This design comes from an exercise in tuning for small area, a short achievable clock period and few clock cycles on the open sky130 flow, not from production work. Only simulation tests tie the RTL to the original design; equivalence was not proved.

Design md_slow_top, start of the top module:
module md_slow_top (
	input  logic        clk_i,
	input  logic        rst_ni,
	input  logic        mult_en_i,
	input  logic        div_en_i,
	input  logic [1:0]  operator_i,
	input  logic [1:0]  signed_mode_i,
	input  logic [31:0] op_a_i,
	input  logic [31:0] op_b_i,
	output logic [31:0] result_o,
	output logic        valid_o
);
	localparam logic [2:0] S_IDLE = 3'd0;
	localparam logic [2:0] S_PREP = 3'd1;
	localparam logic [2:0] S_ITER = 3'd2;
	localparam logic [2:0] S_DONE = 3'd3;
	localparam logic [2:0] S_FIX  = 3'd4;
	logic [2:0]  st_q, st_d;
	logic [4:0]  cnt_q, cnt_d;
	logic [35:0] r_q, r_d;      
	logic [31:0] l_q, l_d;      
	logic [32:0] d_q;           
	logic [11:0] x_q, x_d;      
	logic [7:0]  bs_q, bs_d;    
	logic [4:0]  asel_q, asel_d;  
	logic        outl_q, outl_d;  
	logic        sa_q;          
	logic        sb_q;          
	logic [1:0]  op_q;          
	logic en;
	logic is_div;
	logic is_mulh;
	assign en      = mult_en_i | div_en_i;
	assign is_div  = operator_i[1];
	assign is_mulh = (operator_i == 2'd1);
	logic is_div_q, is_mulh_q;
	assign is_div_q  = op_q[1];
	assign is_mulh_q = (op_q == 2'd1);
	logic        sign_a, sign_b;
	logic [31:0] xa, xb;
	logic        b_zero;
	assign sign_a = op_a_i[31] & signed_mode_i[0];
	assign sign_b = op_b_i[31] & signed_mode_i[1];
	assign xa     = op_a_i ^ {32{sign_a}};
	assign xb     = op_b_i ^ {32{sign_b}};
	assign b_zero = (op_b_i == 32'd0);
	logic [31:0] a_xs, b_xs;
	logic [3:0]  c0a, c0b, c0;
	logic        swap;
	assign a_xs = op_a_i ^ {32{op_a_i[31]}};
  ...
Size in the first run: roughly 2900 cells after synthesis, about 0.018 mm2 of cells after synthesis.
clock: 8.0 ns
lec_check: 0
abc_area: 1
cap_margin: 20
core_margin: 2
core_utilization: 45
setup_slack_margin: 2.5
slew_margin: 20
standard.sh (not shown) runs the stock make flow with config.mk's settings and CLKGATE_MAP_FILE= SYNTH_SCRIPT=/design/flow/synth_recipe.tcl, a recipe that flattens the netlist after the stock synthesis.
==> flow/flow/run.sh <==
#!/bin/bash
# The standard layout, except that the port buffers are plain buf_2 cells
# instead of the delay-cell buffers that buffer_ports picks by default.
# make's full output goes to flow.log in the work folder.
set -euo pipefail
bash standard.sh "BUFFER_PORTS_ARGS=-buffer_cell sky130_fd_sc_hd__buf_2" finish > flow.log 2>&1
The baseline went through all stages and came out clean.
Testbench counts at the start, summed over its fixed seeds: cycles 19,363.
Edit:
CORE_UTILIZATION = 35   (was 45)
SETUP_SLACK_MARGIN = 3.0   (was 2.5)
Outcome:
- area after synthesis does not change
- utilization went down by 10 points
- global-route usage went down by 8.1 points
Edit:
==> flow/run.sh (new file) <==
#!/bin/bash
# synth_recipe.tcl (not shown) runs the flow's synth.tcl, then flattens the netlist and writes it again
# the make line also repeats each setting of config.mk as NAME=value (left out here)
make -C /OpenROAD-flow-scripts/flow DESIGN_CONFIG=/design/flow/config.mk WORK_HOME=/design/flow/orfs CLKGATE_MAP_FILE= SYNTH_SCRIPT=/design/flow/synth_recipe.tcl finish
CORE_UTILIZATION = 45   (was 35)
SETUP_SLACK_MARGIN = 2.5   (was 3.0)
removed: flow/flow/run.sh
removed: flow/standard.sh
The new run completed without violations.
Area after synthesis stays the same.
Wire length hardly moves.
Count of clock-buffer cells in the layout went up by 8.
Setup slack got worse by 590 ps.
Edit:
==> flow/flow/run.sh (new file) <==
#!/bin/bash
# The standard layout, except that the port buffers are plain buf_2 cells
# instead of the delay-cell buffers that buffer_ports picks by default.
# make's full output goes to flow.log in the work folder.
set -euo pipefail
bash standard.sh "BUFFER_PORTS_ARGS=-buffer_cell sky130_fd_sc_hd__buf_2" finish > flow.log 2>&1
==> flow/standard.sh (new file) <==
#!/bin/bash
# synth_recipe.tcl (not shown) runs the flow's synth.tcl, then flattens the netlist and writes it again
# the make line also repeats each setting of config.mk as NAME=value (left out here)
make -C /OpenROAD-flow-scripts/flow DESIGN_CONFIG=/design/flow/config.mk WORK_HOME=/design/flow/orfs CLKGATE_MAP_FILE= SYNTH_SCRIPT=/design/flow/synth_recipe.tcl "${@:-finish}"
SETUP_SLACK_MARGIN = 3.5   (was 2.5)
removed: flow/run.sh
After rerunning: Cell count came out higher by a few percent. Global-route usage grows by 2.0 points. Routed wire length grows by a little under a tenth.

md_slow_top again, from the RTL that the note above started with.
export LEC_CHECK = 0
export ABC_AREA = 1
export CAP_MARGIN = 20
export CORE_MARGIN = 2
export CORE_UTILIZATION = 25
export SETUP_SLACK_MARGIN = 3.0
export SLEW_MARGIN = 20
create_clock -name core_clock -period 8.0 [get_ports {clk_i}]
==> flow/flow/run.sh <==
#!/bin/bash
# The standard layout, except that the port buffers are plain buf_2 cells
# instead of the delay-cell buffers that buffer_ports picks by default.
# make's full output goes to flow.log in the work folder.
set -euo pipefail
bash standard.sh "BUFFER_PORTS_ARGS=-buffer_cell sky130_fd_sc_hd__buf_2" finish > flow.log 2>&1
The baseline passed the timing, design-rule and antenna checks.
Testbench counts at the start, summed over its fixed seeds: cycles 19,363.
Rerun with:
- CORE_UTILIZATION: 25 -> 55
Effect:
- final area shrinks slightly

static timing again, ports no longer ideal:
The results above use ideal ports. As a check the final layouts listed here were re-extracted and re-timed, cells and wires unchanged. Step 1 assumes that a clkbuf_16 drives the clock port and a buf_2 every other input. Step 2 times the ports against the registers' clock, not the clock port: input delays grow and output delays shrink by t, the midpoint of the rising clock arrivals with the driver on. a / b / c = no drivers / after step 1 / after step 2; a / b = the first two.
| run | t, ns | setup slack, ns | worst setup path at the end | pins driven straight from the clock port |
|---|---|---|---|---|
| the first run of note 1 | 0.508 | 2.808 / 2.808 / 2.351 | input to register | 1 |
| the second run of note 1 | 0.538 | 3.242 / 3.233 / 2.695 | input to register | 1 |
| the third run of note 1 | 0.504 | 2.655 / 2.681 / 2.177 | input to register | 1 |
| the fourth run of note 1 | 0.521 | 3.012 / 3.010 / 2.489 | input to register | 1 |
| the first run of note 2 | 0.522 | 3.111 / 3.120 / 2.598 | input to register | 1 |
| the second run of note 2 | 0.504 | 3.073 / 3.073 / 2.658 | input to register | 1 |
After both steps every run listed still meets setup and hold. The setup slack of the second run of note 1, which loses most, moves by -0.009 ns with the drivers and by -0.547 ns with both steps.
